Context: an optimization exercise on an open-source flow, tuned for small area and a short achievable clock period. The choices shown serve that exercise and are no tape-out recipe.
RTL that was checked went through simulation tests only; none was proved equivalent to the original.
No functional check of the RTL was part of runs 2 to 7.
Power and IR drop assume default switching activity.

File: design/flow/config.mk
export PLATFORM = sky130hd
export DESIGN_NAME = dda_move_engine
export DESIGN_NICKNAME = dda_move_engine
export VERILOG_FILES = /design/flow/design.v
export SDC_FILE = /design/flow/constraint.sdc
export NUM_CORES = 4
export LEC_CHECK = 0
export CAP_MARGIN = 20
export CORE_MARGIN = 2
export CORE_UTILIZATION = 40
export SLEW_MARGIN = 20
File: design/flow/constraint.sdc
create_clock -name core_clock -period 10.0 [get_ports {clk}]
set_input_delay 2.0000 -clock core_clock [delete_from_list [all_inputs] [get_ports {clk}]]
set_output_delay 2.0000 -clock core_clock [all_outputs]
set_load 0.01 [all_outputs]
File: design/flow/design.v
module dda_move_engine #(
  parameter int          NUM_AXES     = 2,
  parameter int          BUFFER_DEPTH = 4,
  parameter int          DUR_WIDTH    = 64,
  parameter int          ACC_WIDTH    = 64,
  parameter int          DIV_WIDTH    = 24,
  parameter logic [63:0] THRESHOLD    = 64'h7fffffffffffff9b,
  parameter int          STEP_HOLD    = 8
) (
  input  logic                            clk,
  input  logic                            resetn,
  input  logic [DIV_WIDTH-1:0]            clock_divisor,
  input  logic                            wr_valid,
  output logic                            wr_ready,
  input  logic [DUR_WIDTH-1:0]            wr_duration,
  input  logic [NUM_AXES-1:0]             wr_dir,
  input  logic [NUM_AXES*ACC_WIDTH-1:0]   wr_increment,
  input  logic [NUM_AXES*ACC_WIDTH-1:0]   wr_incinc,
  input  logic                            abort,
  output logic [NUM_AXES-1:0]             step,
  output logic [NUM_AXES-1:0]             dir,
  output logic                            busy,
  output logic                            move_done,
  output logic [$clog2(BUFFER_DEPTH):0]   buffer_count
);
  localparam int PTR_W  = $clog2(BUFFER_DEPTH);
  localparam int CNT_W  = PTR_W + 1;
  localparam int HOLD_W = $clog2(STEP_HOLD + 1);
  localparam logic [ACC_WIDTH-1:0] THR  = THRESHOLD[ACC_WIDTH-1:0];
  localparam logic [ACC_WIDTH-1:0] NTHR = -THR;
  logic                          s_load, s_run, tick;
  logic [DUR_WIDTH-1:0]          mem_dur    [BUFFER_DEPTH];
  logic [NUM_AXES-1:0]           mem_dir    [BUFFER_DEPTH];
  logic [NUM_AXES*ACC_WIDTH-1:0] mem_inc    [BUFFER_DEPTH];
  logic [NUM_AXES*ACC_WIDTH-1:0] mem_incinc [BUFFER_DEPTH];
  logic [PTR_W-1:0]              rd_ptr, wr_ptr;
  logic [DUR_WIDTH-1:0]          tickdown;
  logic [NUM_AXES-1:0]           cur_dir;
  logic [NUM_AXES*ACC_WIDTH-1:0] cur_incinc;
  logic [ACC_WIDTH-1:0]          u       [NUM_AXES];
  logic [DIV_WIDTH-1:0]          div_r, rem;
  logic [ACC_WIDTH-1:0]          acc     [NUM_AXES];
  logic [NUM_AXES-1:0]           owe;
  logic                          acc_ok;
  logic [ACC_WIDTH-1:0]          acc_owe [NUM_AXES];
  logic [ACC_WIDTH-1:0]          csa_x   [NUM_AXES];
  logic [ACC_WIDTH-1:0]          csa_y   [NUM_AXES];
  logic [ACC_WIDTH-1:0]          acc_sum [NUM_AXES];
  logic [ACC_WIDTH-1:0]          pg_g, pg_p;
  logic [NUM_AXES-1:0]           sum_zero;
  logic [HOLD_W-1:0]             hcnt    [NUM_AXES];
  logic [NUM_AXES-1:0]           pend, fire;
  logic                          push, pop, last, dur_zero;
  logic [BUFFER_DEPTH-1:0]       rd_oh;
  logic [DUR_WIDTH-1:0]          rd_dur;
  logic [NUM_AXES-1:0]           rd_dir;
  logic [NUM_AXES*ACC_WIDTH-1:0] rd_inc, rd_incinc;
  logic [BUFFER_DEPTH-1:0]       rd_sel;
  logic [DUR_WIDTH-1:0]          td_dec;
  logic [DIV_WIDTH-1:0]          rem_dec;
  logic [ACC_WIDTH-1:0]          u_sum   [NUM_AXES];
  logic [ACC_WIDTH-1:0]          ug, up;
  always_comb begin
    rd_sel = rd_oh & {BUFFER_DEPTH{pop}};
    rd_dur = '0; rd_dir = '0; rd_inc = '0; rd_incinc = '0;
    for (int i = 0; i < BUFFER_DEPTH; i++) begin
      rd_dur    = rd_dur    | (mem_dur[i]    & {DUR_WIDTH{rd_sel[i]}});
      rd_dir    = rd_dir    | (mem_dir[i]    & {NUM_AXES{rd_sel[i]}});
      rd_inc    = rd_inc    | (mem_inc[i]    & {(NUM_AXES*ACC_WIDTH){rd_sel[i]}});
      rd_incinc = rd_incinc | (mem_incinc[i] & {(NUM_AXES*ACC_WIDTH){rd_sel[i]}});
    end
  end
  logic [DUR_WIDTH-1:0]          td_z;
  logic [DIV_WIDTH-1:0]          rem_z;
  always_comb begin
    td_z = ~tickdown;
    for (int l = 0; (1 << l) < DUR_WIDTH; l++)
      for (int i = 0; i < DUR_WIDTH; i++)
        if ((i >> l) & 1) td_z[i] = td_z[i] & td_z[((i >> l) << l) - 1];
    td_dec = tickdown ^ {td_z[DUR_WIDTH-2:0], 1'b1};
    rem_z = ~rem;
    for (int l = 0; (1 << l) < DIV_WIDTH; l++)
      for (int i = 0; i < DIV_WIDTH; i++)
        if ((i >> l) & 1) rem_z[i] = rem_z[i] & rem_z[((i >> l) << l) - 1];
    rem_dec = rem ^ {rem_z[DIV_WIDTH-2:0], 1'b1};
    for (int a = 0; a < NUM_AXES; a++) begin
      ug = u[a] & cur_incinc[a*ACC_WIDTH +: ACC_WIDTH];
      up = u[a] ^ cur_incinc[a*ACC_WIDTH +: ACC_WIDTH];
      for (int l = 0; (1 << l) < ACC_WIDTH; l++)
        for (int i = 0; i < ACC_WIDTH; i++)
          if ((i >> l) & 1) begin
            ug[i] = ug[i] | (up[i] & ug[((i >> l) << l) - 1]);
            up[i] = up[i] & up[((i >> l) << l) - 1];
          end
      u_sum[a] = (u[a] ^ cur_incinc[a*ACC_WIDTH +: ACC_WIDTH]) ^ {ug[ACC_WIDTH-2:0], 1'b0};
    end
  end
  logic [DIV_WIDTH-1:0]          cd;
  logic                          cd_one;
  assign wr_ready = !buffer_count[CNT_W-1] && !abort;
  assign push     = wr_valid && wr_ready;
  assign pop      = !s_load && !s_run && (buffer_count != '0);
  assign busy     = s_load || s_run;
  assign last     = (tickdown == DUR_WIDTH'(1));
  assign dur_zero = (tickdown == '0);
  assign cd_one   = (clock_divisor[DIV_WIDTH-1:1] == '0);
  assign cd       = {clock_divisor[DIV_WIDTH-1:1], clock_divisor[0] | cd_one};
  always_comb begin
    for (int a = 0; a < NUM_AXES; a++) begin
      acc_owe[a] = NTHR & {ACC_WIDTH{owe[a]}};
      csa_x[a]   = acc[a] ^ u[a] ^ acc_owe[a];
      csa_y[a]   = {(acc[a][ACC_WIDTH-2:0] & u[a][ACC_WIDTH-2:0]) |
                    (acc[a][ACC_WIDTH-2:0] & acc_owe[a][ACC_WIDTH-2:0]) |
                    (u[a][ACC_WIDTH-2:0] & acc_owe[a][ACC_WIDTH-2:0]), 1'b0};
      pg_g = csa_x[a] & csa_y[a];
      pg_p = csa_x[a] ^ csa_y[a];
      for (int l = 0; (1 << l) < ACC_WIDTH; l++) begin
        for (int i = 0; i < ACC_WIDTH; i++) begin
          if ((i >> l) & 1) begin
            pg_g[i] = pg_g[i] | (pg_p[i] & pg_g[((i >> l) << l) - 1]);
            pg_p[i] = pg_p[i] & pg_p[((i >> l) << l) - 1];
          end
        end
      end
      acc_sum[a] = (csa_x[a] ^ csa_y[a]) ^ {pg_g[ACC_WIDTH-2:0], 1'b0};
      sum_zero[a] = ((csa_x[a] ^ csa_y[a]) == {(csa_x[a][ACC_WIDTH-2:0] | csa_y[a][ACC_WIDTH-2:0]), 1'b0});
      fire[a]    = tick && !acc_sum[a][ACC_WIDTH-1] && !sum_zero[a];
    end
  end
  always_ff @(posedge clk) begin
    if (push) begin
      mem_dur[wr_ptr]    <= wr_duration;
      mem_dir[wr_ptr]    <= wr_dir;
      mem_inc[wr_ptr]    <= wr_increment;
      mem_incinc[wr_ptr] <= wr_incinc;
    end
  end
  always_ff @(posedge clk) begin
    if (pop) begin
      cur_dir    <= rd_dir;
      cur_incinc <= rd_incinc;
    end
    if (pop || tick) begin
      tickdown <= rd_dur | (td_dec & {DUR_WIDTH{tick}});
      for (int a = 0; a < NUM_AXES; a++)
        u[a] <= rd_inc[a*ACC_WIDTH +: ACC_WIDTH] | (u_sum[a] & {ACC_WIDTH{tick}});
    end
    if (tick) begin
      for (int a = 0; a < NUM_AXES; a++)
        acc[a] <= acc_sum[a];
      owe <= fire;
    end
    if (s_load && !acc_ok) begin
      for (int a = 0; a < NUM_AXES; a++)
        acc[a] <= '0;
      owe <= '0;
    end
    if (s_load) begin
      div_r <= cd;
      rem   <= cd;
    end else if (tick) begin
      rem   <= div_r;
    end else begin
      rem   <= rem_dec;
    end
  end
  always_ff @(posedge clk or negedge resetn) begin
    if (!resetn) begin
      s_load       <= 1'b0;
      s_run        <= 1'b0;
      tick         <= 1'b0;
      rd_ptr       <= '0;
      rd_oh        <= BUFFER_DEPTH'(1);
      wr_ptr       <= '0;
      buffer_count <= '0;
      move_done    <= 1'b0;
      dir          <= '0;
      step         <= '0;
      pend         <= '0;
      acc_ok       <= 1'b0;
      for (int a = 0; a < NUM_AXES; a++) begin
        hcnt[a] <= '0;
      end
    end else if (abort) begin
      s_load       <= 1'b0;
      s_run        <= 1'b0;
      tick         <= 1'b0;
      rd_ptr       <= '0;
      rd_oh        <= BUFFER_DEPTH'(1);
      wr_ptr       <= '0;
      buffer_count <= '0;
      move_done    <= 1'b0;
      step         <= '0;
      pend         <= '0;
      acc_ok       <= 1'b0;
      for (int a = 0; a < NUM_AXES; a++) begin
        hcnt[a] <= '0;
      end
    end else begin
      move_done <= 1'b0;
      if (push) wr_ptr <= wr_ptr + 1'b1;
      if (pop)  rd_ptr <= rd_ptr + 1'b1;
      if (pop)  rd_oh  <= {rd_oh[BUFFER_DEPTH-2:0], rd_oh[BUFFER_DEPTH-1]};
      if (push && !pop)      buffer_count <= buffer_count + 1'b1;
      else if (pop && !push) buffer_count <= buffer_count - 1'b1;
      for (int a = 0; a < NUM_AXES; a++) begin
        if (fire[a]) begin
          if (step[a] || pend[a]) begin
            step[a] <= 1'b0;
            pend[a] <= 1'b1;
          end else begin
            step[a] <= 1'b1;
            hcnt[a] <= HOLD_W'(STEP_HOLD);
          end
        end else if (pend[a]) begin
          pend[a] <= 1'b0;
          step[a] <= 1'b1;
          hcnt[a] <= HOLD_W'(STEP_HOLD);
        end else if (step[a]) begin
          if (hcnt[a] == HOLD_W'(1)) step[a] <= 1'b0;
          hcnt[a] <= hcnt[a] - 1'b1;
        end
      end
      if (pop) s_load <= 1'b1;
      if (s_load) begin
        s_load <= 1'b0;
        acc_ok <= 1'b1;
        dir    <= cur_dir;
        if (dur_zero) begin
          move_done <= 1'b1;
        end else begin
          s_run <= 1'b1;
          tick  <= cd_one;
        end
      end
      if (s_run) begin
        if (tick) begin
          if (last) begin
            move_done <= 1'b1;
            s_run     <= 1'b0;
            tick      <= 1'b0;
          end else begin
            tick      <= (div_r == DIV_WIDTH'(1));
          end
        end else begin
          tick <= (rem == DIV_WIDTH'(2));
        end
      end
    end
  end
endmodule
File: design/flow/flow/run.sh
#!/bin/bash
# Standard layout (the standard.sh) with a tighter setup-repair target,
# smaller port buffers and a clock tree without dummy loads.
export SETUP_SLACK_MARGIN=5.6
export BUFFER_PORTS_ARGS="-buffer_cell sky130_fd_sc_hd__buf_1"
export CTS_ARGS="-sink_clustering_enable -repair_clock_nets -dont_use_dummy_load -sink_clustering_size 24 -sink_clustering_max_diameter 100"
bash standard.sh > standard.log 2>&1
File: design/flow/standard.sh
#!/bin/bash
# synth_recipe.tcl (not shown) runs the flow's synth.tcl, then flattens the netlist and writes it again
# the make line also repeats each setting of config.mk as NAME=value (left out here)
make -C /OpenROAD-flow-scripts/flow DESIGN_CONFIG=/design/flow/config.mk WORK_HOME=/design/flow/orfs CLKGATE_MAP_FILE= SYNTH_SCRIPT=/design/flow/synth_recipe.tcl "${@:-finish}"
==> flow_summary_export.csv, run 1 <==
group,metric,value,unit
grt,grt_pass1_wl,314,mm
worst_hold_path,whs_path_depth,2,
drt,ant_nets,0,
synth,avgSynthCellArea,14.0,sq um
setup_path,cp_cell_sequence,"buf_12, nor2_1, buf_2",
synth,synth_top_area_cell,"edfxtp_1",
timing,rsz0062_at_grt,"yes",
grt,grt_max_degree,137,
timing,setup_tns,0,ns
floorplan,num_rows,164,
floorplan,die_y,453,um
outcome,status,"timing/DRC/antenna clean",
clock_tree,cts_buffers,93,
power,comb_power_share,0.446,
setup_path,critPathSlowestCell,"buf_12",
setup_path,rr_endpoint,"hcnt[1][0]$_DFFE_PN0P_",
setup_path,rr_startpoint,"u[1][2]$_DFFE_PP_",
clock_tree,cts_max_level,3,
synth,ys_ff_latch,1816,
setup_path,arrival,2.36,ns
clock_tree,cts_tree,"done",
power,powerDensity,315,mW/mm^2
synth,async_reset_ff_frac,0.0154,
floorplan,start_util,0.403,
power,p_leak,31.0,nW
worst_hold_path,hold_path_class,"register to register",
power,clkPwrFrac,0.143,
place,place_inst,8609,
setup_path,crit_required,8.00,ns
cells_and_area,multi_input_area,0.0259,sq mm
synth,synthTopCellsByArea,"edfxtp_1 61%, ha_1 7.9%, a22oi_1 4.4%, dfxtp_1 3.8%, xor2_1 2.0%",
grt,grt_antenna_before_repair,89,
place,place.gp.congestion,0.884,
cells_and_area,drive_gt1_frac,0.0407,
drt,routed_via_density,5.58,
synth,synth_edf_count,1634,
power,seq_power_share,0.411,
synth,ys_types,92,
synth,seq_area_frac_synth,0.655,
grt,grt_pass1_vias,46900,
timing,period_share,0.436,
drt,routedWlPerCell,24.6,um
synth,netlist_area,0.0807,sq mm
floorplan,fp.dieW,453,um
timing,skew,0.104,ns
power,swShare,0.401,
synth,synth_top_flop_cell,"edfxtp_1",
drt,drtIter0Drc,4788,
setup_path,crit_path_end_kind,"primary output",
power,power_switching,0.0111,W
setup_path,critPathMaxStageDelay,0.14,ns
synth,syn-num-nets,6671,
place,place_hpwl,140,mm
cells_and_area,areaGrowthSynthToFinish,8.72,%
timing,hold_viol_final,0,
drt,vias,48700,
cells_and_area,seq_area,0.0529,sq mm
synth,syn_inst,5779,
timing,timing.fmax,229,MHz
worst_hold_path,min_from,"acc[0][54]$_SDFFE_PP0P_",
grt,grtUsageTotal,0.204,
cells_and_area,fillers,17900,
cells_and_area,nets,6945,
setup_path,path_max_fanout,27,
clock_tree,cts-root-buf,"clkbuf_16",
clock_tree,clk_pin_slew,0.09,ns
clock_tree,cts_sinks,1816,
floorplan,dieArea,0.205,sq mm
clock_tree,cts.hold.buffers_added,0,
setup_path,crit_type,"input port to primary output",
power,total_power,0.0276,W
power,ir_worst_vdd,360,uV
clock_tree,clk_latency,0.78,ns
timing,setup_viol,0,
floorplan,coreArea,0.200,sq mm
drt,drcViolationCount,0,
drt,first_pass_iters,6,
timing,final_max_slew_viol_count,0,
timing,period_minus_slack,4.36,ns
place,port_buffers,359,
drt,wl,215,mm
floorplan,io_pins,360,
grt,gr-total-overflow,0,
cells_and_area,stdcell_count,8728,
timing,relSlewSlack,0.333,
clock_tree,cts_buffer_depth,3,
setup_path,ff2ff_setup_slack,5.76,ns
synth,synth_top_area_frac,0.608,
worst_hold_path,hold_end,"acc[0][54]$_SDFFE_PP0P_",
timing,tightest_slew,1.00,ns
setup_path,cp-start-kind,"input port",
timing,whs,0.464,ns
flow_run,maxCapViolCount,0,
setup_path,reg2regPathDepth,14,
power,internal_power,0.0166,W
synth,ys_warn_count,9,
## area by class of cell
type | count | share of cell area
clock buffers | 93 | 0.0265
multi-input cells | 3393 | 0.295
inverters | 337 | 0.0146
diodes | 21 | 0.000599
repair buffers | 412 | 0.0228
well taps | 2656 | 0.0379
flip-flops and latches | 1816 | 0.602
## what timing repair did
item                                    CTS  global route
gates resized for setup                  11            25
buffers inserted                          0             3
pin swaps                                 1             4
endpoints found under the setup margin  291            48
gates cloned                              1             1
## synthesized netlist by cell type (59+ instances only)
master / count
a21o_1: 97
clkbuf_1: 192
xnor2_1: 161
ha_1: 511
o21ai_0: 175
nor2_1: 251
nand4_1: 64
inv_1: 336
mux2i_1: 67
a22oi_1: 471
nand2_1: 353
o211ai_1: 87
xor2_1: 185
dfxtp_1: 154
edfxtp_1: 1634
a22o_1: 59
a221oi_1: 61
nor3_1: 65
a21oi_1: 209
## layer usage
metal	track usage	share of wire	vias to the layer above
met3	0.0315	0.058	303
met2	0.341	0.49	1398
met5	0	0.0016	-
met1	0.276	0.43	24400
met4	0.0559	0.022	54
li1	-	-	22500
## cell families after synthesis
family,count (synthesis),share of synthesized area
AOI/OAI and AO/OA,1426,0.126
xor gates and xnor gates,346,0.0375
adders and majority gates,542,0.0869
buffers and inverters,572,0.0266
DFF,1816,0.655
muxes,77,0.00970
and+or+nand+nor,1000,0.0587
## power by group through the flow
stage	Clock [W]	Combinational [W]	Sequential, W
4_1_cts	0.00406	0.0123	0.0114
5_1_grt	0.00429	0.0136	0.0115
3_3_place_gp	0	0.0120	0.0115
6_report	0.00396	0.0123	0.0114
2_1_floorplan	0	0.00852	0.0111
3_5_place_dp	0	0.0121	0.0115
## metrics by stage
| step | worst slack (ns) | util | instance area [sq um] |
|---|---|---|---|
| floorplan | 4.24 | - | 80800 |
| global placement | 4.75 | 0.426 | 85200 |
| detailed placement | 4.75 | 0.426 | 85200 |
| CTS | 5.39 | 0.438 | 87600 |
| global route | 5.51 | 0.439 | 87700 |
| finish | 5.64 | 0.439 | 87800 |
## registers in the layout, summed over array words and instances (netlist names), 2 cells and up
register,flops
acc,128
u,128
hcnt,8
cur_dir,2
tickdown,64
mem_inc,512
wr_ptr,2
dir,2
cur_incinc,128
pend,2
mem_dir,8
mem_dur,256
div_r,24
buffer_count,3
rem,24
owe,2
mem_incinc,512
rd_oh,4
step,2
## placed cells by master, fill, tap and decap left out, drive strengths merged, types with 23 or more instances in the layout
master  count
nor4       35
a31oi      23
nand4      64
edfxtp   1634
a22oi     471
o211ai     87
nor2b      33
a21o       97
clkbuf     94
a222oi     49
a22o       59
dfxtp     154
xnor2     161
nand2     355
a21oi     209
inv       337
nor3       68
dfrtp      27
ha        511
o21ai     182
a211oi     33
xor2      185
nand3      49
buf       411
mux2i      67
o21a       35
a221oi     61
nor2      254
fa         31
and2       26
## worst max path at each step
stage	from	end	cells past startpoint
after global routing	owe[0]$_SDFFE_PP0P_	hcnt[0][3]$_DFFE_PN0P_	14
after detailed placement	abort	mem_inc[2][107]$_DFFE_PP_	5
after floorplan	s_load$_DFF_PN0_	u[1][39]$_DFFE_PP_	10
final	abort	wr_ready	3
after CTS	abort	wr_ready	3
after global placement	abort	mem_inc[2][104]$_DFFE_PP_	5
## worst max-delay path, delay by kind of cell
family                 cells  cell delay [ns]
AND/OR/NAND/NOR            1             0.09
buffers and inverters      2             0.27
==> run 2, diff against run 1 <==
--- a/design/flow/design.v
+++ b/design/flow/design.v
@@ -50,7 +50,7 @@
   logic [NUM_AXES-1:0]           sum_zero;
   logic [HOLD_W-1:0]             hcnt    [NUM_AXES];
   logic [NUM_AXES-1:0]           pend, fire;
-  logic                          push, pop, last, dur_zero;
+  logic                          push, pop, last, dur_zero, td_hi0;
   logic [BUFFER_DEPTH-1:0]       rd_oh;
   logic [DUR_WIDTH-1:0]          rd_dur;
   logic [NUM_AXES-1:0]           rd_dir;
@@ -101,8 +101,9 @@
   assign push     = wr_valid && wr_ready;
   assign pop      = !s_load && !s_run && (buffer_count != '0);
   assign busy     = s_load || s_run;
-  assign last     = (tickdown == DUR_WIDTH'(1));
-  assign dur_zero = (tickdown == '0);
+  assign td_hi0   = (tickdown[DUR_WIDTH-1:1] == '0);
+  assign last     = td_hi0 && tickdown[0];
+  assign dur_zero = td_hi0 && !tickdown[0];
   assign cd_one   = (clock_divisor[DIV_WIDTH-1:1] == '0);
   assign cd       = {clock_divisor[DIV_WIDTH-1:1], clock_divisor[0] | cd_one};
   always_comb begin
==> run 2 against run 1 <==
  * Total power is 2.0% lower
  * Synthesized area shrank 0.78%
  * Sequential power about the same
  * Cell area shrank 0.63%
  * Critical endpoint unchanged
  * Largest cell class unchanged
  * Largest power group unchanged
  * Highest routed layer unchanged
==> flow_summary_export.csv, run 2 <==
group,metric,value,unit
outcome,status,"timing/DRC/antenna clean",
timing,relSlewSlack,0.268,
timing,tightest_slew,1.10,ns
cells_and_area,layout_common_cells,"1634 x edfxtp_1, 510 x ha_1, 458 x a22oi_1",
setup_path,ff2ff_setup_slack,5.76,ns
synth,synth_edf_count,1634,
clock_tree,cts.hold.buffers_added,0,
clock_tree,cts_buffers,93,
grt,grt_antenna_before_repair,93,
drt,drcViolationCount,0,
setup_path,crit_type,"input port to primary output",
timing,setup_viol,0,
clock_tree,cts_tree,"done",
setup_path,critPathMaxStageDelay,0.13,ns
drt,vias,47600,
synth,syn-num-nets,6569,
power,ir_worst_vdd,339,uV
power,powerDensity,310,mW/mm^2
synth,yosysMostFrequentCell,"edfxtp_1",
grt,grt_pass1_vias,46300,
setup_path,critPathSlowestCell,"buf_2",
drt,ant_nets,0,
worst_hold_path,min_from,"acc[0][61]$_SDFFE_PP0P_",
worst_hold_path,hold_end,"acc[0][61]$_SDFFE_PP0P_",
timing,setup_tns,0,ns
cells_and_area,drive_gt1_frac,0.0409,
timing,timing.fmax,226,MHz
setup_path,arrival,2.42,ns
drt,routed_via_density,5.50,
setup_path,cp-start-kind,"input port",
synth,ys_ff_latch,1816,
setup_path,path_max_fanout,2,
floorplan,start_util,0.402,
drt,routedWlPerCell,23.7,um
clock_tree,cts_buffer_depth,3,
synth,synth_top_area_cell,"edfxtp_1",
cells_and_area,fin_area,0.0872,sq mm
setup_path,cp_cell_sequence,"clkbuf_16, buf_12, nor2_2, buf_2",
place,place_hpwl,133,mm
clock_tree,cts-root-buf,"clkbuf_16",
place,placed_cell_area,0.0845,sq mm
timing,hold_viol_final,0,
clock_tree,clk_latency,0.81,ns
place,place.gp.congestion,0.872,
cells_and_area,final_common_cell,"edfxtp_1",
synth,avgSynthCellArea,14.1,sq um
timing,skew,0.123,ns
synth,ys_types,86,
setup_path,rr_startpoint,"u[0][38]$_DFFE_PP_",
power,p_leak,30.9,nW
synth,ys_warn_count,9,
drt,first_pass_iters,5,
setup_path,rr_endpoint,"acc[0][61]$_SDFFE_PP0P_",
drt,wl,205,mm
cells_and_area,stdcell_count,8643,
synth,yosys-top-cells-count,"1634 x edfxtp_1, 510 x ha_1, 458 x a22oi_1",
worst_hold_path,hold_path_class,"register to register",
synth,synth_top_flop_cell,"edfxtp_1",
setup_path,cp-startpoint,"abort",
grt,grt_pass1_wl,303,mm
timing,period_minus_slack,4.42,ns
grt,grt_max_degree,132,
timing,rsz0062_at_grt,"yes",
floorplan,coreArea,0.199,sq mm
floorplan,io_pins,360,
setup_path,crit_required,8.00,ns
cells_and_area,areaGrowthSynthToFinish,8.88,%
synth,syn_inst,5678,
floorplan,num_rows,164,
cells_and_area,reg_top3,"mem_inc x512, mem_incinc x512, mem_dur x256",
floorplan,fp.dieW,451,um
setup_path,crit_path_end_kind,"primary output",
synth,async_reset_ff_frac,0.0154,
cells_and_area,nets,6862,
place,place_inst,8516,
clock_tree,clk_pin_slew,0.05,ns
cells_and_area,fin_util,0.437,
floorplan,die_y,451,um
grt,gr-total-overflow,0,
floorplan,dieArea,0.204,sq mm
cells_and_area,fillers,18000,
timing,whs,0.456,ns
clock_tree,cts_sinks,1816,
grt,grtUsageTotal,0.196,
clock_tree,cts_max_level,3,
worst_hold_path,whs_path_depth,2,
synth,netlist_area,0.0801,sq mm
setup_path,reg2regPathDepth,15,
timing,final_max_slew_viol_count,0,
timing,period_share,0.442,
flow_run,maxCapViolCount,0,
synth,seq_area_frac_synth,0.660,
place,port_buffers,359,
synth,synthTopCellsByArea,"edfxtp_1 61%, ha_1 8.0%, a22oi_1 4.3%, dfxtp_1 3.8%, xnor2_1 2.2%",
synth,synth_top_area_frac,0.613,
drt,drtIter0Drc,4036,
run 2: cell types whose count changed after synthesis, moves of 11 or more:
cell      delta
o21ai_0     +17
nor2_1      -29
a31oi_1     -15
xor2_1      -21
mux2i_1     -13
nand3_1     +11
xnor2_1     +38
a22oi_1     -13
nand4_1     -14
a21oi_1     -26
a221oi_1    +14
o21ai_1     +16
a21o_1      +14
run 2: worst max-delay path by stage:
stage / end / slack (ns) / cells past startpoint
CTS: wr_ready / 5.56 / 4
floorplan: u[0][41]$_DFFE_PP_ / 4.26 / 10
global placement: mem_incinc[0][82]$_DFFE_PP_ / 4.90 / 6
detailed placement: mem_inc[0][92]$_DFFE_PP_ / 4.90 / 6
finish: wr_ready / 5.58 / 4
global route: wr_ready / 5.56 / 4
run 2: critical path: cells and delay by family:
| kind | cells | cell delay, ns |
|---|---|---|
| simple gates | 1 | 0.06 |
| buf+inv | 3 | 0.36 |
run 2: what timing repair did:
item | CTS | global route
pin swaps | 5 | 11
setup buffers | 7 | 6
endpoints found under the setup margin | 23 | 200
gates resized for setup | 18 | 21
cloned | 1 | 2
run 2: routing by layer:
metal,GRT usage,up-vias,share of wire
met1,0.275,23900,0.45
li1,-,22200,-
met3,0.0307,290,0.053
met2,0.322,1143,0.48
met5,0,-,0.0017
met4,0.0406,58,0.020
run 2: logic make-up after synthesis:
kind of cell	after synthesis	share of synthesized area
DFF	1816	0.660
AOI/OAI and AO/OA	1408	0.125
and+or+nand+nor	926	0.0537
buffers and inverters	561	0.0263
adders and majority gates	541	0.0874
xor gates and xnor gates	363	0.0397
muxes	63	0.00801
run 2: metrics by stage:
| stage | setup slack (ns) | total power, W |
|---|---|---|
| finish | 5.58 | 0.0271 |
| global route | 5.56 | 0.0289 |
| CTS | 5.56 | 0.0272 |
| detailed placement | 4.90 | 0.0232 |
| global placement | 4.90 | 0.0230 |
| floorplan | 4.26 | 0.0195 |
run 2: layout make-up:
type,instances,area (sq um),share of cell area
Clock buffer,93,2330,0.0267
Multi-Input combinational cell,3303,25300,0.291
Tap cell,2656,3320,0.0381
Sequential cell,1816,52900,0.606
Antenna cell,18,45.0,0.000517
Inverter,332,1260,0.0144
Timing Repair Buffer,425,2040,0.0234
run 2: power breakdown:
group          switching, W  internal (W)  total [W]  leakage (nW)
Combinational       0.00735       0.00447     0.0118          13.0
Sequential         0.000969        0.0103     0.0113          16.8
Clock               0.00228       0.00165    0.00394          1.15
==> run 3, diff against run 2 <==
--- a/design/flow/config.mk
+++ b/design/flow/config.mk
@@ -8,4 +8,5 @@
 export CAP_MARGIN = 20
 export CORE_MARGIN = 2
 export CORE_UTILIZATION = 40
+export PLACE_DENSITY = 0.8
 export SLEW_MARGIN = 20
==> run 3 against run 2 <==
  * Still clean on timing, DRC and antenna
  * Register-to-register slack got worse by 0.06 ns
  * Clock power fell by 1%
  * Combinational power barely moved
  * Final cell count rose by 0.19%
  * Total power rose by 0.89%
  * Synthesized area did not move
  * Critical endpoint unchanged
  * Largest cell class unchanged
  * Largest power group unchanged
  * Highest routed layer unchanged
==> flow_summary_export.csv, run 3 <==
group,metric,value,unit
clock_tree,cts_buffers,92,
cells_and_area,final_common_cell,"edfxtp_1",
synth,ys_ff_latch,1816,
timing,period_minus_slack,4.43,ns
setup_path,crit_path_end_kind,"primary output",
worst_hold_path,whs_path_depth,1,
timing,setup_tns,0,ns
setup_path,arrival,2.43,ns
clock_tree,cts_sinks,1816,
cells_and_area,layout_common_cells,"1634 x edfxtp_1, 509 x ha_1, 458 x a22oi_1",
grt,gr-total-overflow,0,
floorplan,die_y,451,um
synth,synth_top_area_cell,"edfxtp_1",
power,ir_worst_vdd,303,uV
cells_and_area,stdcell_count,8659,
floorplan,io_pins,360,
place,port_buffers,359,
drt,ant_nets,0,
timing,rsz0062_at_grt,"yes",
place,place.gp.congestion,0.907,
synth,syn_inst,5678,
floorplan,coreArea,0.199,sq mm
synth,async_reset_ff_frac,0.0154,
synth,avgSynthCellArea,14.1,sq um
synth,synth_edf_count,1634,
timing,final_max_slew_viol_count,0,
timing,skew,0.140,ns
drt,drtIter0Drc,5040,
timing,tightest_slew,1.31,ns
synth,synthTopCellsByArea,"edfxtp_1 61%, ha_1 8.0%, a22oi_1 4.3%, dfxtp_1 3.8%, xnor2_1 2.2%",
timing,hold_viol_final,0,
setup_path,crit_type,"input port to primary output",
clock_tree,cts_tree,"done",
timing,relSlewSlack,0.129,
synth,ys_types,86,
worst_hold_path,hold_path_class,"register to register",
drt,routed_via_density,5.70,
place,place_inst,8510,
setup_path,cp-start-kind,"input port",
floorplan,start_util,0.402,
floorplan,dieArea,0.204,sq mm
timing,period_share,0.443,
synth,synth_top_flop_cell,"edfxtp_1",
synth,seq_area_frac_synth,0.660,
place,place_hpwl,133,mm
cells_and_area,reg_top3,"mem_inc x512, mem_incinc x512, mem_dur x256",
clock_tree,cts_max_level,3,
synth,syn-num-nets,6569,
drt,routedWlPerCell,23.5,um
grt,grtUsageTotal,0.194,
drt,drcViolationCount,0,
floorplan,num_rows,164,
drt,vias,49300,
grt,grtUsageMet2,0.332,
grt,grt_antenna_before_repair,96,
clock_tree,cts-root-buf,"clkbuf_16",
timing,setup_viol,0,
grt,grt_max_degree,151,
synth,synth_top_area_frac,0.613,
setup_path,path_max_fanout,2,
flow_run,maxCapViolCount,0,
cells_and_area,areaGrowthSynthToFinish,8.94,%
synth,yosysMostFrequentCell,"edfxtp_1",
synth,ys_warn_count,9,
cells_and_area,nets,6863,
drt,first_pass_iters,6,
synth,yosys-top-cells-count,"1634 x edfxtp_1, 510 x ha_1, 458 x a22oi_1",
clock_tree,clk_pin_slew,0.09,ns
grt,grt_most_used_layer,"met2",
cells_and_area,drive_gt1_frac,0.0410,
drt,wl,204,mm
clock_tree,clk_latency,0.79,ns
timing,timing.fmax,226,MHz
grt,grtUsageMet1,0.244,
outcome,status,"timing/DRC/antenna clean",
grt,grt_use_met3,0.0352,
clock_tree,cts.hold.buffers_added,0,
setup_path,reg2regPathDepth,15,
grt,grt_pass1_wl,302,mm
setup_path,crit_required,8.00,ns
synth,netlist_area,0.0801,sq mm
floorplan,fp.dieW,451,um
clock_tree,cts_buffer_depth,3,
power,powerDensity,313,mW/mm^2
power,total_power,0.0273,W
power,p_leak,30.9,nW
grt,grt_pass1_vias,47900,
-- run 3: cell types whose count changed in the layout (fill, tap and decap cells not counted), moves of 2 or more --
cell,before,now
o21ai_1,18,20
o21ai_2,4,2
buf_4,51,48
diode_2,18,33
buf_6,3,8
and2_2,1,3
-- run 3: report_power, final --
part	internal (W)	switching (W)	leakage, nW
clock	0.00164	0.00225	1.13
combinational	0.00453	0.00755	13.0
sequential	0.0103	0.000997	16.8
total	0.0165	0.0108	30.9
-- run 3: path summary, 6_finish.rpt --
check                                     start                     endpoint  slack, ns
hold reg to reg            cur_dir[1]$_DFFE_PP_           dir[1]$_DFFE_PN0P_       0.40
setup reg to reg              u[1][0]$_DFFE_PP_           u[1][63]$_DFFE_PP_       5.70
hold / removal             cur_dir[1]$_DFFE_PP_           dir[1]$_DFFE_PN0P_       0.40
max in group asynchronous                resetn             tick$_DFFE_PN0P_       8.07
min in group asynchronous                resetn  buffer_count[1]$_DFFE_PN0P_       1.34
setup / recovery                          abort                     wr_ready       5.57
-- run 3: logic make-up (layout without fill, tap and decap cells) --
family | after synthesis | after routing | synth area share
xor+xnor | 363 | 363 | 0.0397
mux | 63 | 63 | 0.00801
other cells | 0 | 33 | 0
buf+inv | 561 | 850 | 0.0263
flops | 1816 | 1816 | 0.660
simple gates | 926 | 929 | 0.0537
fa+ha+maj | 541 | 541 | 0.0874
compound gates | 1408 | 1408 | 0.125
-- run 3: critical path: stages --
cell	delay [ns]
clkbuf_16	0.14
buf_12	0.12
nor2_4	0.07
buf_6	0.10
-- run 3: layout make-up --
cell class	instances	area [sq um]
antenna	33	82.6
clock buffer	92	2300
fill	17400	112000
inverter	332	1260
multi-input combinational	3304	25300
sequential	1816	52900
tap	2656	3320
timing repair buffer	426	2060
-- run 3: metal layers --
metal,vias to the layer above,part of all wire
met1,24700,0.39
met2,1931,0.50
li1,22200,-
met5,-,0.0020
met3,410,0.071
met4,68,0.040
-- run 3: timing repair --
item	in CTS	in global routing
setup buffers	9	11
endpoints found under the setup margin	244	66
gates cloned	4	0
gates resized for setup	23	24
pin swaps	8	13
-- run 3: through the flow --
stage | cell area, sq um | hold slack (ns) | util | setup WS [ns]
after floorplan | 80100 | 0.429 | - | 4.26
after global placement | 84400 | 0.438 | 0.423 | 5.07
after detailed placement | 84400 | 0.450 | 0.423 | 5.00
after CTS | 87000 | 0.397 | 0.436 | 5.56
after global routing | 87200 | 0.419 | 0.437 | 5.54
final | 87200 | 0.402 | 0.437 | 5.57
==> run 4, diff against run 3 <==
==> design/flow/flow/run.sh (replaced) <==
#!/bin/bash
# Standard layout (the standard.sh) with a tighter setup-repair target,
# smaller port buffers and a clock tree without dummy loads.
export SETUP_SLACK_MARGIN=6.0
export BUFFER_PORTS_ARGS="-buffer_cell sky130_fd_sc_hd__buf_1"
export CTS_ARGS="-sink_clustering_enable -repair_clock_nets -dont_use_dummy_load -sink_clustering_size 24 -sink_clustering_max_diameter 100"
bash standard.sh > standard.log 2>&1
--- a/design/flow/config.mk
+++ b/design/flow/config.mk
@@ -8,5 +8,4 @@
 export CAP_MARGIN = 20
 export CORE_MARGIN = 2
 export CORE_UTILIZATION = 40
-export PLACE_DENSITY = 0.8
 export SLEW_MARGIN = 20
==> run 4 against run 3 <==
  * Still clean
  * Clock-buffer cell count is 1 higher
  * Clock skew is 0.025 ns lower
  * Cell area is 2.4% higher
  * Final cell count is 1.1% higher
  * First-iteration DRC count is 16% lower
  * Wire length is 4.8% higher
  * Total power is 4.5% higher
  * Largest cell class unchanged
==> flow_summary_export.csv, run 4 <==
group,metric,value,unit
grt,grtUsageMet2,0.340,
setup_path,cp_cell_sequence,"clkbuf_16, buf_12, nor2_2, buf_2",
floorplan,start_util,0.402,
floorplan,coreArea,0.199,sq mm
setup_path,reg2regPathDepth,16,
setup_path,crit_family,"buffers and inverters",
timing,period_share,0.442,
cells_and_area,final_common_cell,"edfxtp_1",
grt,grt_max_degree,147,
synth,yosys-top-cells-count,"1634 x edfxtp_1, 510 x ha_1, 458 x a22oi_1",
clock_tree,cts_buffer_depth,3,
setup_path,rr_startpoint,"cur_incinc[64]$_DFFE_PP_",
drt,drtIter0Drc,4226,
power,ir_worst_vdd,238,uV
synth,seq_area_frac_synth,0.660,
cells_and_area,reg_top3,"mem_inc x512, mem_incinc x512, mem_dur x256",
flow_run,maxCapViolCount,0,
power,powerDensity,319,mW/mm^2
timing,final_max_slew_viol_count,0,
synth,syn_inst,5678,
grt,grtUsageMet1,0.282,
clock_tree,clk_latency,0.79,ns
timing,tightest_slew,1.21,ns
power,seq_power_share,0.398,
timing,setup_tns,0,ns
floorplan,dieArea,0.204,sq mm
worst_hold_path,min_from,"acc[1][38]$_SDFFE_PP0P_",
grt,grt_pass1_vias,47800,
setup_path,critPathMaxStageDelay,0.13,ns
setup_path,crit_required,8.00,ns
setup_path,rr_endpoint,"u[1][46]$_DFFE_PP_",
grt,grt_most_used_layer,"met2",
synth,ys_ff_latch,1816,
clock_tree,clk_pin_slew,0.08,ns
synth,synth_edf_count,1634,
timing,skew,0.115,ns
power,internal_power,0.0173,W
clock_tree,cts-root-buf,"clkbuf_16",
drt,routedWlPerCell,24.4,um
grt,grt_use_met3,0.0327,
setup_path,critPathSlowestCell,"buf_2",
setup_path,crit_buf_inv,3,
drt,wl,214,mm
worst_hold_path,hold_path_class,"register to register",
cells_and_area,nets,6967,
synth,ys_types,86,
timing,hold_viol_final,0,
power,swShare,0.393,
synth,yosysMostFrequentCell,"edfxtp_1",
timing,rsz0062_at_grt,"yes",
cells_and_area,layout_common_cells,"1634 x edfxtp_1, 491 x ha_1, 458 x a22oi_1",
clock_tree,cts_sinks,1816,
place,port_buffers,359,
synth,synth_top_flop_cell,"edfxtp_1",
grt,gr-total-overflow,0,
drt,first_pass_iters,6,
floorplan,io_pins,360,
drt,ant_nets,0,
clock_tree,cts_buffers,93,
place,placed_cell_area,0.0845,sq mm
power,power_switching,0.0112,W
timing,relSlewSlack,0.195,
synth,synth_top_area_cell,"edfxtp_1",
cells_and_area,fin_util,0.448,
power,comb_power_share,0.463,
synth,ys_warn_count,9,
cells_and_area,drive_gt1_frac,0.0782,
cells_and_area,areaGrowthSynthToFinish,11.6,%
drt,vias,48500,
drt,routed_via_density,5.54,
setup_path,arrival,2.42,ns
power,p_leak,31.8,nW
synth,synth_top_area_frac,0.613,
synth,avgSynthCellArea,14.1,sq um
floorplan,num_rows,164,
setup_path,path_max_fanout,2,
floorplan,fp.dieW,451,um
setup_path,crit_path_end_kind,"primary output",
place,place_hpwl,132,mm
synth,synthTopCellsByArea,"edfxtp_1 61%, ha_1 8.0%, a22oi_1 4.3%, dfxtp_1 3.8%, xnor2_1 2.2%",
outcome,status,"timing/DRC/antenna clean",
setup_path,cp-startpoint,"abort",
grt,grtUsageTotal,0.204,
drt,drcViolationCount,0,
cells_and_area,fin_area,0.0894,sq mm
clock_tree,cts_tree,"done",
timing,period_minus_slack,4.42,ns
power,total_power,0.0285,W
clock_tree,cts_max_level,3,
timing,timing.fmax,226,MHz
synth,async_reset_ff_frac,0.0154,
timing,setup_viol,0,
setup_path,crit_type,"input port to primary output",
place,place.gp.congestion,0.881,
worst_hold_path,whs_path_depth,2,
setup_path,ff2ff_setup_slack,5.74,ns
grt,grt_pass1_wl,314,mm
synth,syn-num-nets,6569,
setup_path,cp-start-kind,"input port",
grt,grt_antenna_before_repair,94,
floorplan,die_y,451,um
synth,netlist_area,0.0801,sq mm
power,clkPwrFrac,0.139,
worst_hold_path,hold_end,"acc[1][38]$_SDFFE_PP0P_",
run 4: cell counts after synthesis:
No cell type changed its count.
run 4: routing by layer:
metal  part of all wire  wire length (um)
met5             0.0018               380
met2               0.48            103000
met1               0.44             93200
met3              0.057             12100
met4              0.024              5030
run 4: cell type report:
type,instances,area [sq um]
timing repair buffer,526,3250
antenna,21,52.6
sequential,1816,52900
fill,17800,110000
clock buffer,93,2330
multi-input combinational,3307,26300
tap,2656,3320
inverter,332,1270
run 4: how the worst max path moves through the flow:
stage	slack, ns	cells past startpoint	end
6_report	5.58	4	wr_ready
3_3_place_gp	4.69	12	u[0][6]$_DFFE_PP_
3_5_place_dp	4.66	12	u[0][6]$_DFFE_PP_
4_1_cts	5.57	4	wr_ready
2_1_floorplan	5.04	2	mem_dir[0][0]$_DFFE_PP_
5_1_grt	5.57	4	wr_ready
run 4: cell families after synthesis:
| group | after synthesis | share of synthesized area |
|---|---|---|
| XOR/XNOR | 363 | 0.0397 |
| multiplexers | 63 | 0.00801 |
| adder cells (fa/ha/maj) | 541 | 0.0874 |
| flip-flops | 1816 | 0.660 |
| AO/OA/AOI/OAI | 1408 | 0.125 |
| AND/OR/NAND/NOR | 926 | 0.0537 |
| buffers and inverters | 561 | 0.0263 |
run 4: timing repair:
item / CTS / global route
pin swaps: 97 / 83
hold endpoints to repair: 0 / 0
gates resized for setup: 169 / 141
gates cloned: 10 / 1
hold buffers: 0 / 0
setup buffers: 73 / 41
setup endpoints to repair: 462 / 144
run 4: tightest hold or removal path, cell delays in order (launching register included):
cell and delay [ns]:
dfxtp_1 0.32, nand2_1 0.05, o21ai_1 0.05
run 4: through the flow:
step	std cells	setup WS (ns)	hold WS, ns
2_1_floorplan	5678	5.04	0.429
6_report	8751	5.58	0.454
4_1_cts	8688	5.57	0.459
3_3_place_gp	8512	4.69	0.440
5_1_grt	8740	5.57	0.478
3_5_place_dp	8512	4.66	0.446
run 4: power groups by stage:
stage	sequential, W	combinational (W)	clock (W)
detailed placement	0.0115	0.0117	0
finish	0.0114	0.0132	0.00396
global placement	0.0115	0.0116	0
global route	0.0115	0.0146	0.00430
floorplan	0.0111	0.00838	0
CTS	0.0114	0.0127	0.00407
==> run 5, diff against run 4 <==
==> design/flow/flow/run.sh (replaced) <==
#!/bin/bash
# Standard layout (the standard.sh) with a tighter setup-repair target,
# smaller port buffers and a clock tree without dummy loads.
export SETUP_SLACK_MARGIN=5.6
export BUFFER_PORTS_ARGS="-buffer_cell sky130_fd_sc_hd__buf_1"
export CTS_ARGS="-sink_clustering_enable -repair_clock_nets -dont_use_dummy_load -sink_clustering_size 24 -sink_clustering_max_diameter 100"
bash standard.sh > standard.log 2>&1
--- a/design/flow/config.mk
+++ b/design/flow/config.mk
@@ -8,4 +8,5 @@
 export CAP_MARGIN = 20
 export CORE_MARGIN = 2
 export CORE_UTILIZATION = 40
+export GPL_TIMING_DRIVEN = 0
 export SLEW_MARGIN = 20
==> run 5 against run 4 <==
  * Still clean
  * Clock skew decreased by 0.030 ns
  * Worst setup slack worse by 0.14 ns
  * Global-route usage rose by 4.1 points
  * Register-to-register slack worse by 0.11 ns
  * Combinational power rose by 4%
  * Synthesized area unchanged
  * First-iteration DRC count is 37% higher
  * Critical path type unchanged
  * Highest routed layer unchanged
==> flow_summary_export.csv, run 5 <==
group,metric,value,unit
outcome,status,"timing/DRC/antenna clean",
timing,period_minus_slack,4.56,ns
cells_and_area,stdcell_count,8914,
timing,final_max_slew_viol_count,0,
synth,yosys-top-cells-count,"1634 x edfxtp_1, 510 x ha_1, 458 x a22oi_1",
synth,syn-num-nets,6569,
cells_and_area,drive_gt1_frac,0.0702,
power,internal_power,0.0169,W
power,seq_power_share,0.390,
power,power_switching,0.0121,W
grt,grt_pass1_vias,48900,
worst_hold_path,hold_path_class,"register to register",
clock_tree,cts_buffer_depth,3,
synth,async_reset_ff_frac,0.0154,
clock_tree,cts_sinks,1816,
power,comb_power_share,0.472,
setup_path,crit_required,8.00,ns
place,place.gp.congestion,0.919,
setup_path,crit_type,"input port to primary output",
synth,syn_inst,5678,
synth,synth_top_area_frac,0.613,
setup_path,cp_cell_sequence,"buf_12, buf_8, buf_12, nor2_4, buf_6",
timing,skew,0.0856,ns
timing,setup_tns,0,ns
synth,avgSynthCellArea,14.1,sq um
synth,ys_warn_count,9,
timing,rsz0062_at_grt,"yes",
setup_path,crit_top_cell,"buf_12",
drt,vias,50800,
synth,seq_area_frac_synth,0.660,
power,total_power,0.0291,W
timing,timing.fmax,219,MHz
timing,setup_viol,0,
timing,relSlewSlack,0.175,
floorplan,coreArea,0.199,sq mm
synth,synth_top_flop_cell,"edfxtp_1",
cells_and_area,areaGrowthSynthToFinish,11.9,%
grt,grt_max_degree,77,
synth,ys_types,86,
drt,drcViolationCount,0,
floorplan,die_y,451,um
timing,tightest_slew,1.24,ns
clock_tree,cts.hold.buffers_added,0,
clock_tree,cts-root-buf,"clkbuf_16",
clock_tree,cts_tree,"done",
synth,synth_top_area_cell,"edfxtp_1",
grt,grtUsageTotal,0.245,
power,clkPwrFrac,0.138,
clock_tree,cts_buffers,94,
timing,whs,0.460,ns
place,place_inst,8747,
setup_path,cp-start-kind,"input port",
synth,netlist_area,0.0801,sq mm
synth,ys_ff_latch,1816,
cells_and_area,reg_top3,"mem_inc x512, mem_incinc x512, mem_dur x256",
setup_path,arrival,2.56,ns
setup_path,critPathMaxStageDelay,0.11,ns
place,place_hpwl,186,mm
synth,synthTopCellsByArea,"edfxtp_1 61%, ha_1 8.0%, a22oi_1 4.3%, dfxtp_1 3.8%, xnor2_1 2.2%",
power,powerDensity,324,mW/mm^2
power,ir_worst_vdd,242,uV
drt,wl,257,mm
grt,gr-total-overflow,0,
setup_path,path_max_fanout,2,
power,swShare,0.417,
drt,drtIter0Drc,5797,
grt,grt_pass1_wl,359,mm
cells_and_area,nets,7118,
power,p_leak,32.1,nW
timing,period_share,0.456,
setup_path,crit_path_end_kind,"primary output",
place,port_buffers,359,
drt,first_pass_iters,8,
setup_path,critPathSlowestCell,"buf_12",
clock_tree,clk_pin_slew,0.06,ns
timing,hold_viol_final,0,
floorplan,io_pins,360,
drt,ant_nets,0,
floorplan,fp.dieW,451,um
synth,yosysMostFrequentCell,"edfxtp_1",
synth,synth_edf_count,1634,
grt,grt_antenna_before_repair,125,
cells_and_area,final_common_cell,"edfxtp_1",
clock_tree,cts_max_level,3,
floorplan,num_rows,164,
flow_run,maxCapViolCount,0,
clock_tree,clk_latency,0.78,ns
cells_and_area,layout_common_cells,"1634 x edfxtp_1, 506 x ha_1, 458 x a22oi_1",
floorplan,dieArea,0.204,sq mm
cells_and_area,fin_util,0.450,
floorplan,start_util,0.402,
drt,routed_via_density,5.70,
drt,routedWlPerCell,28.8,um
-- run 5: cell counts after synthesis --
No cell type changed its count.
-- run 5: critical path, delay by kind of cell --
family / cells / cell delay [ns]
buffers and inverters: 4 / 0.44
and+or+nand+nor: 1 / 0.10
-- run 5: per-layer routing --
layer | part of all wire | GRT usage | vias up
li1 | - | - | 22700
met1 | 0.41 | 0.326 | 25500
met2 | 0.47 | 0.400 | 2009
met3 | 0.079 | 0.0474 | 453
met4 | 0.037 | 0.0902 | 98
met5 | 0.0024 | 0 | -
-- run 5: repair_timing --
item                                    CTS  global route
resized for setup                       136            93
pin swaps                                20            40
endpoints found under the setup margin  422           124
setup buffers                            15            21
cloned                                    2             2
-- run 5: logic make-up after synthesis --
group | share of synthesized area
DFF | 0.660
buffers and inverters | 0.0263
adders and majority gates | 0.0874
muxes | 0.00801
xor gates and xnor gates | 0.0397
AOI/OAI and AO/OA | 0.125
and+or+nand+nor | 0.0537
-- run 5: final cells by class --
type / count / area, sq um
fill: 17900 / 110000
sequential: 1816 / 52900
multi-input combinational: 3302 / 25700
tap: 2656 / 3320
timing repair buffer: 450 / 2940
clock buffer: 94 / 2350
inverter: 332 / 1260
buffer: 229 / 1150
antenna: 33 / 82.6
timing repair inverter: 2 / 17.5
-- run 5: final timing paths --
path                                          from                       to  slack (ns)  cells after the start
max in group asynchronous                   resetn         s_load$_DFF_PN0_        8.20                      1
min reg2reg                acc[0][39]$_SDFFE_PP0P_  acc[0][39]$_SDFFE_PP0P_        0.46                      2
max reg2reg                       tick$_DFFE_PN0P_   tickdown[21]$_DFFE_PP_        5.63                      7
min                        acc[0][39]$_SDFFE_PP0P_  acc[0][39]$_SDFFE_PP0P_        0.46                      2
max                                          abort                 wr_ready        5.44                      5
min in group asynchronous                   resetn      move_done$_DFF_PN0_        1.26                      1
-- run 5: power by group through the flow --
stage                     clock (W)  sequential [W]  combinational (W)
after floorplan                   0          0.0111            0.00838
final                       0.00402          0.0113             0.0137
after detailed placement          0          0.0115             0.0130
after CTS                   0.00407          0.0113             0.0133
after global routing        0.00430          0.0114             0.0148
after global placement            0          0.0118             0.0125
-- run 5: per-stage QoR --
stage / worst slack (ns) / area, sq um
after floorplan: 4.26 / 80100
after global placement: -1.14 / 84800
after detailed placement: 3.41 / 86200
after CTS: 5.40 / 89100
after global routing: 5.45 / 89600
final: 5.44 / 89700
==> run 6, diff against run 5 <==
--- a/design/flow/config.mk
+++ b/design/flow/config.mk
@@ -7,6 +7,5 @@
 export LEC_CHECK = 0
 export CAP_MARGIN = 20
 export CORE_MARGIN = 2
-export CORE_UTILIZATION = 40
-export GPL_TIMING_DRIVEN = 0
+export CORE_UTILIZATION = 35
 export SLEW_MARGIN = 20
==> run 6 against run 5 <==
  * Still clean
  * Non-clock buffer count shrank 245
  * Final cell count grew 1.0%
  * Worst setup slack gained 0.14 ns
  * Cell area shrank 1.9%
  * Combinational power shrank 13%
  * Maximum frequency grew 3.2%
  * Critical path depth shrank 1
  * Synthesized cell count is the same
  * Clock skew grew 0.027 ns
  * Via count shrank 6.1%
  * Sequential power is essentially flat
  * Core utilization shrank 6.3 points
  * Largest power group unchanged
==> flow_summary_export.csv, run 6 <==
group,metric,value,unit
outcome,status,"timing/DRC/antenna clean",
setup_path,cp-startpoint,"abort",
floorplan,dieArea,0.233,sq mm
drt,vias,47700,
place,placed_cell_area,0.0849,sq mm
synth,yosysMostFrequentCell,"edfxtp_1",
synth,synth_top_flop_cell,"edfxtp_1",
floorplan,num_rows,175,
timing,skew,0.112,ns
synth,synth-compound-area-share,0.125,
synth,yosys-top-cells-count,"1634 x edfxtp_1, 510 x ha_1, 458 x a22oi_1",
clock_tree,cts_buffers,97,
power,p_leak,31.1,nW
place,place.gp.congestion,0.846,
synth,syn_inst,5678,
synth,async_reset_ff_frac,0.0154,
setup_path,rr_startpoint,"u[0][2]$_DFFE_PP_",
synth,synth_top_family_by_area,"compound AO/OA/AOI/OAI gates",
synth,synth_simple_gate_area_frac,0.0537,
cells_and_area,fin_area,0.0880,sq mm
cells_and_area,drive_gt1_frac,0.0451,
floorplan,io_pins,360,
floorplan,start_util,0.352,
timing,period_share,0.441,
drt,routedWlPerCell,23.2,um
setup_path,crit_buf_inv,3,
power,powerDensity,311,mW/mm^2
timing,setup_viol,0,
grt,grt_pass1_wl,308,mm
worst_hold_path,hold_path_class,"register to register",
clock_tree,cts_sinks,1816,
timing,setup_tns,0,ns
place,place_inst,8871,
synth,synth_top_area_cell,"edfxtp_1",
setup_path,cp-start-kind,"input port",
setup_path,crit_path_end_kind,"primary output",
place,port_buffers,359,
clock_tree,clk_pin_slew,0.04,ns
timing,timing.fmax,227,MHz
timing,hold_viol_final,0,
setup_path,critPathMaxStageDelay,0.12,ns
synth,avgSynthCellArea,14.1,sq um
worst_hold_path,min_from,"acc[1][55]$_SDFFE_PP0P_",
synth,synthMuxAreaShare,0.00801,
drt,wl,209,mm
clock_tree,clk_latency,0.80,ns
synth,synth_top_area_frac,0.613,
synth,syn-num-nets,6569,
drt,drcViolationCount,0,
synth,synth_edf_count,1634,
cells_and_area,final_common_cell,"edfxtp_1",
setup_path,arrival,2.41,ns
setup_path,critPathSlowestCell,"clkbuf_16",
setup_path,crit_family,"buffers and inverters",
grt,grt_pass1_vias,46700,
synth,synthTopCellsByArea,"edfxtp_1 61%, ha_1 8.0%, a22oi_1 4.3%, dfxtp_1 3.8%, xnor2_1 2.2%",
drt,drtIter0Drc,3978,
timing,whs,0.456,ns
synth,seq_area_frac_synth,0.660,
grt,gr-total-overflow,0,
grt,grt_max_degree,143,
drt,ant_nets,0,
synth,netlist_area,0.0801,sq mm
power,ir_worst_vdd,302,uV
clock_tree,cts_max_level,3,
timing,tightest_slew,1.17,ns
grt,grtUsageTotal,0.175,
floorplan,coreArea,0.227,sq mm
cells_and_area,nets,6877,
cells_and_area,layout_common_cells,"1634 x edfxtp_1, 509 x ha_1, 458 x a22oi_1",
timing,period_minus_slack,4.41,ns
cells_and_area,reg_top3,"mem_inc x512, mem_incinc x512, mem_dur x256",
floorplan,fp.dieW,482,um
clock_tree,cts-root-buf,"clkbuf_16",
setup_path,crit_required,8.00,ns
synth,ys_ff_latch,1816,
synth,ys_types,86,
clock_tree,cts_buffer_depth,3,
setup_path,path_max_fanout,2,
cells_and_area,stdcell_count,9004,
drt,routed_via_density,5.30,
cells_and_area,fillers,21200,
timing,rsz0062_at_grt,"yes",
synth,ys_warn_count,9,
clock_tree,cts_tree,"done",
place,place_hpwl,134,mm
grt,grt_antenna_before_repair,108,
power,total_power,0.0273,W
timing,relSlewSlack,0.220,
drt,first_pass_iters,7,
floorplan,die_y,482,um
setup_path,cp_cell_sequence,"clkbuf_16, buf_12, nor2_4, buf_6",
flow_run,maxCapViolCount,0,
timing,final_max_slew_viol_count,0,
setup_path,crit_type,"input port to primary output",
cells_and_area,areaGrowthSynthToFinish,9.83,%
synth,synth_adder_area_share,0.0874,
synth,synth_xor_area_frac,0.0397,
## run 6: cell types whose count changed in the layout (fill, tap and decap cells not counted), sizes merged
cell,before,now
bufbuf,0,2
buf,488,430
o21ai,215,214
clkbuf,283,99
diode,33,11
and2,13,17
inv,334,332
clkdlybuf4s15,2,0
## run 6: cells by family after synthesis
| group | after synthesis |
|---|---|
| xor+xnor | 363 |
| buf+inv | 561 |
| mux | 63 |
| flops | 1816 |
| fa+ha+maj | 541 |
| compound gates | 1408 |
| simple gates | 926 |
## run 6: final cells by class
cell class | instances | area, sq um | share of cell area
repair buffers | 434 | 2160 | 0.0246
clock buffers | 97 | 2430 | 0.0276
flip-flops and latches | 1816 | 52900 | 0.601
inverters | 332 | 1260 | 0.0143
multi-input cells | 3305 | 25500 | 0.289
diodes | 11 | 27.5 | 0.000313
well taps | 3009 | 3760 | 0.0428
## run 6: worst reg2reg max path, cell delays in order (launching register included)
cell and delay, ns:
edfxtp_1 0.45, fa_2 0.59, inv_1 0.07, ha_4 0.23, a211oi_2 0.24, o211ai_1 0.19, a221oi_2 0.34, o21a_1 0.19
inv_2 0.09, o2111ai_4 0.22, nand2_2 0.11, a221oi_4 0.37, o221ai_4 0.18, mux2i_4 0.26, nand2_4 0.11, or4_1 0.44
nand3_1 0.11
## run 6: path summary, 6_finish.rpt
kind	end	slack (ns)	cells after the start
worst min-delay path	acc[1][55]$_SDFFE_PP0P_	0.46	2
worst min register to register	acc[1][55]$_SDFFE_PP0P_	0.46	2
worst max register to register	hcnt[0][0]$_DFFE_PN0P_	5.71	16
worst max-delay path	wr_ready	5.59	4
min in group asynchronous	tick$_DFFE_PN0P_	1.31	1
max in group asynchronous	s_load$_DFF_PN0_	8.12	1
## run 6: stage by stage
| stage | util | worst slack, ns |
|---|---|---|
| 2_1_floorplan | - | 4.26 |
| 3_3_place_gp | 0.373 | 4.87 |
| 3_5_place_dp | 0.373 | 4.86 |
| 4_1_cts | 0.385 | 5.43 |
| 5_1_grt | 0.387 | 5.51 |
| 6_report | 0.387 | 5.59 |
## run 6: per-layer routing
metal | routed length [um] | vias to the layer above | track usage
met1 | 93800 | 23900 | 0.245
li1 | - | 22200 | -
met5 | 746 | - | 0
met4 | 3690 | 124 | 0.0300
met3 | 14500 | 334 | 0.0434
met2 | 95900 | 1123 | 0.278
## run 6: timing repair
item,in CTS,in global routing
pin swaps,7,20
buffers inserted,8,11
hold buffers,0,0
hold endpoints to repair,0,0
endpoints found under the setup margin,215,206
gates cloned,4,2
gates resized for setup,27,38
## run 6: power by group
group          total (W)  switching (W)  internal (W)
Sequential        0.0114        0.00103        0.0103
Clock            0.00403        0.00231       0.00172
Combinational     0.0119        0.00741       0.00453
==> run 7, diff against run 6 <==
==> design/flow/flow/run.sh (replaced) <==
#!/bin/bash
# Standard layout (the standard.sh) with a tighter setup-repair target,
# smaller port buffers and a clock tree without dummy loads.
export SETUP_SLACK_MARGIN=5.6
export BUFFER_PORTS_ARGS="-buffer_cell sky130_fd_sc_hd__buf_1"
export CTS_ARGS="-sink_clustering_enable -repair_clock_nets -dont_use_dummy_load -sink_clustering_size 20 -sink_clustering_max_diameter 100"
bash standard.sh > standard.log 2>&1
--- a/design/flow/config.mk
+++ b/design/flow/config.mk
@@ -7,5 +7,5 @@
 export LEC_CHECK = 0
 export CAP_MARGIN = 20
 export CORE_MARGIN = 2
-export CORE_UTILIZATION = 35
+export CORE_UTILIZATION = 40
 export SLEW_MARGIN = 20
==> run 7 against run 6 <==
  * Sequential share of layout area increased by 0.25 points
  * Still clean on timing, DRC and antenna
  * Die area is 12% lower
  * Worst setup slack improved by 0.0016 ns
  * Global-route usage rose by 2.2 points
  * Synthesized area did not move
==> flow_summary_export.csv, run 7 <==
group,metric,value,unit
clock_tree,cts_tree,"done",
synth,syn_inst,5678,
grt,gr-total-overflow,0,
cells_and_area,layout_common_cells,"1634 x edfxtp_1, 510 x ha_1, 458 x a22oi_1",
synth,async_reset_ff_frac,0.0154,
synth,synthTopCellsByArea,"edfxtp_1 61%, ha_1 8.0%, a22oi_1 4.3%, dfxtp_1 3.8%, xnor2_1 2.2%",
synth,synth_top_area_frac,0.613,
clock_tree,clk_pin_slew,0.05,ns
cells_and_area,stdcell_count,8684,
grt,grt_max_degree,132,
floorplan,fp.dieW,451,um
synth,ys_warn_count,9,
drt,routedWlPerCell,23.8,um
drt,vias,47700,
cells_and_area,final_common_cell,"edfxtp_1",
drt,drtIter0Drc,4241,
timing,hold_viol_final,0,
floorplan,dieArea,0.204,sq mm
synth,netlist_area,0.0801,sq mm
floorplan,coreArea,0.199,sq mm
power,p_leak,31.1,nW
grt,grt_pass1_wl,304,mm
synth,synth_top_area_cell,"edfxtp_1",
timing,setup_tns,0,ns
synth,ys_ff_latch,1816,
cells_and_area,multi_input_area,0.0253,sq mm
drt,ant_nets,0,
synth,ys_types,86,
outcome,status,"timing/DRC/antenna clean",
drt,first_pass_iters,6,
timing,final_max_slew_viol_count,0,
cells_and_area,drive_gt1_frac,0.0431,
setup_path,crit_type,"input port to primary output",
synth,syn-num-nets,6569,
synth,yosys-top-cells-count,"1634 x edfxtp_1, 510 x ha_1, 458 x a22oi_1",
timing,period_share,0.441,
place,place_hpwl,133,mm
timing,tightest_slew,1.06,ns
clock_tree,cts-root-buf,"clkbuf_16",
drt,drcViolationCount,0,
clock_tree,cts_max_level,3,
grt,grt_pass1_vias,46400,
synth,synth_top_flop_cell,"edfxtp_1",
timing,skew,0.124,ns
clock_tree,clk_latency,0.79,ns
timing,relSlewSlack,0.295,
timing,period_minus_slack,4.41,ns
timing,timing.fmax,227,MHz
worst_hold_path,hold_path_class,"register to register",
cells_and_area,reg_top3,"mem_inc x512, mem_incinc x512, mem_dur x256",
power,ir_worst_vdd,347,uV
power,powerDensity,312,mW/mm^2
synth,avgSynthCellArea,14.1,sq um
place,placed_cell_area,0.0845,sq mm
synth,seq_area_frac_synth,0.660,
cells_and_area,areaGrowthSynthToFinish,9.37,%
setup_path,crit_required,8.00,ns
clock_tree,cts_buffer_depth,3,
floorplan,io_pins,360,
grt,grt_antenna_before_repair,99,
clock_tree,cts.hold.buffers_added,0,
cells_and_area,seq_area,0.0529,sq mm
floorplan,start_util,0.402,
cells_and_area,fillers,17900,
clock_tree,cts_sinks,1816,
floorplan,num_rows,164,
setup_path,crit_path_end_kind,"primary output",
synth,synth_edf_count,1634,
clock_tree,cts_buffers,105,
drt,routed_via_density,5.49,
timing,setup_viol,0,
flow_run,maxCapViolCount,0,
setup_path,cp-start-kind,"input port",
place,port_buffers,359,
cells_and_area,nets,6876,
floorplan,die_y,451,um
timing,rsz0062_at_grt,"yes",
synth,yosysMostFrequentCell,"edfxtp_1",
cells_and_area,fin_area,0.0876,sq mm
drt,wl,206,mm
place,place.gp.congestion,0.872,
place,place_inst,8516,
setup_path,path_max_fanout,2,
setup_path,arrival,2.41,ns
grt,grtUsageTotal,0.197,
[run 7: cell counts after synthesis]
Identical to the previous run, type by type.
[run 7: repair_timing]
item / 4_1_cts / 5_1_grt
setup endpoints to repair: 24 / 174
hold endpoints to repair: 0 / 0
buffers inserted: 9 / 5
cloned: 2 / 1
pin swaps: 11 / 12
resized for setup: 18 / 22
[run 7: worst paths after layout]
check                                        start                     endpoint  slack, ns  cells after the start
max in group asynchronous                   resetn             tick$_DFFE_PN0P_       8.08                      1
min in group asynchronous                   resetn  buffer_count[2]$_DFFE_PN0P_       1.35                      1
max                                          abort                     wr_ready       5.59                      4
min                        acc[0][61]$_SDFFE_PP0P_      acc[0][61]$_SDFFE_PP0P_       0.45                      2
max reg2reg                      u[1][0]$_DFFE_PP_           u[1][43]$_DFFE_PP_       5.75                     15
min reg2reg                acc[0][61]$_SDFFE_PP0P_      acc[0][61]$_SDFFE_PP0P_       0.45                      2
[run 7: kinds of logic (layout without fill, tap and decap cells)]
family | after synthesis | count (layout) | synth area share
compound gates | 1408 | 1408 | 0.125
xor+xnor | 363 | 363 | 0.0397
buf+inv | 561 | 864 | 0.0263
simple gates | 926 | 928 | 0.0537
mux | 63 | 63 | 0.00801
other cells | 0 | 45 | 0
fa+ha+maj | 541 | 541 | 0.0874
flops | 1816 | 1816 | 0.660
[run 7: layout make-up]
cell class              count  area share
well taps                2656      0.0379
inverters                 332      0.0144
flip-flops and latches   1816       0.604
diodes                     45     0.00129
clock buffers             105      0.0300
multi-input cells        3303       0.289
repair buffers            427      0.0236
[run 7: where the power goes]
group          switching (W)  internal, W  leakage (nW)  total (W)
logic                0.00737      0.00448          13.0     0.0119
clock network        0.00233      0.00185          1.29    0.00418
registers           0.000967       0.0103          16.8     0.0113
[run 7: critical path: stages]
cell and delay, ns:
clkbuf_16 0.12, buf_12 0.12, nor2_4 0.07, buf_6 0.10
[run 7: metal layers]
metal | wire length, um | track usage | share of wire
met3 | 12400 | 0.0374 | 0.060
met1 | 91300 | 0.272 | 0.44
met2 | 96400 | 0.310 | 0.47
met4 | 5860 | 0.0743 | 0.028
met5 | 384 | 0 | 0.0019
[run 7: metrics by stage]
stage | util | hold WS [ns] | power [W] | worst slack (ns)
floorplan | - | 0.429 | 0.0195 | 4.26
global placement | 0.424 | 0.440 | 0.0230 | 4.90
detailed placement | 0.424 | 0.447 | 0.0232 | 4.90
CTS | 0.438 | 0.459 | 0.0275 | 5.56
global route | 0.439 | 0.489 | 0.0292 | 5.56
finish | 0.439 | 0.454 | 0.0273 | 5.59

[port drivers added, routing unchanged]
The flow's constraints put no driver on any port. The routed layouts listed below were extracted and timed again, unchanged, in two steps.
Step 1: set_driving_cell puts a clkbuf_16 on clk and a buf_2 on each other input, an assumption about the parent block.
Step 2 moves the port delays by t, midway between the first and last clock arrival at a register: inputs arrive t later, outputs are due t later. That takes back most of the time a late clock gives input paths.
Three values: ideal ports, drivers, drivers and shift; two values: the first two.
run | shift t [ns] | setup slack, ns | pins driven straight from the clock port
run 1 | 0.819 | 5.635 / 5.573 / 4.969 | 1
run 2 | 0.815 | 5.584 / 5.539 / 4.907 | 1
run 3 | 0.813 | 5.567 / 5.521 / 4.968 | 1
run 4 | 0.822 | 5.581 / 5.536 / 5.217 | 1
run 5 | 0.829 | 5.442 / 5.387 / 5.387 | 1
run 6 | 0.816 | 5.585 / 5.541 / 4.882 | 1
run 7 | 0.815 | 5.587 / 5.542 / 4.924 | 1
After both steps every run listed still meets setup and hold. For run 6, which loses most, drivers alone change the setup slack by -0.044 ns; drivers and shift together by -0.703 ns.
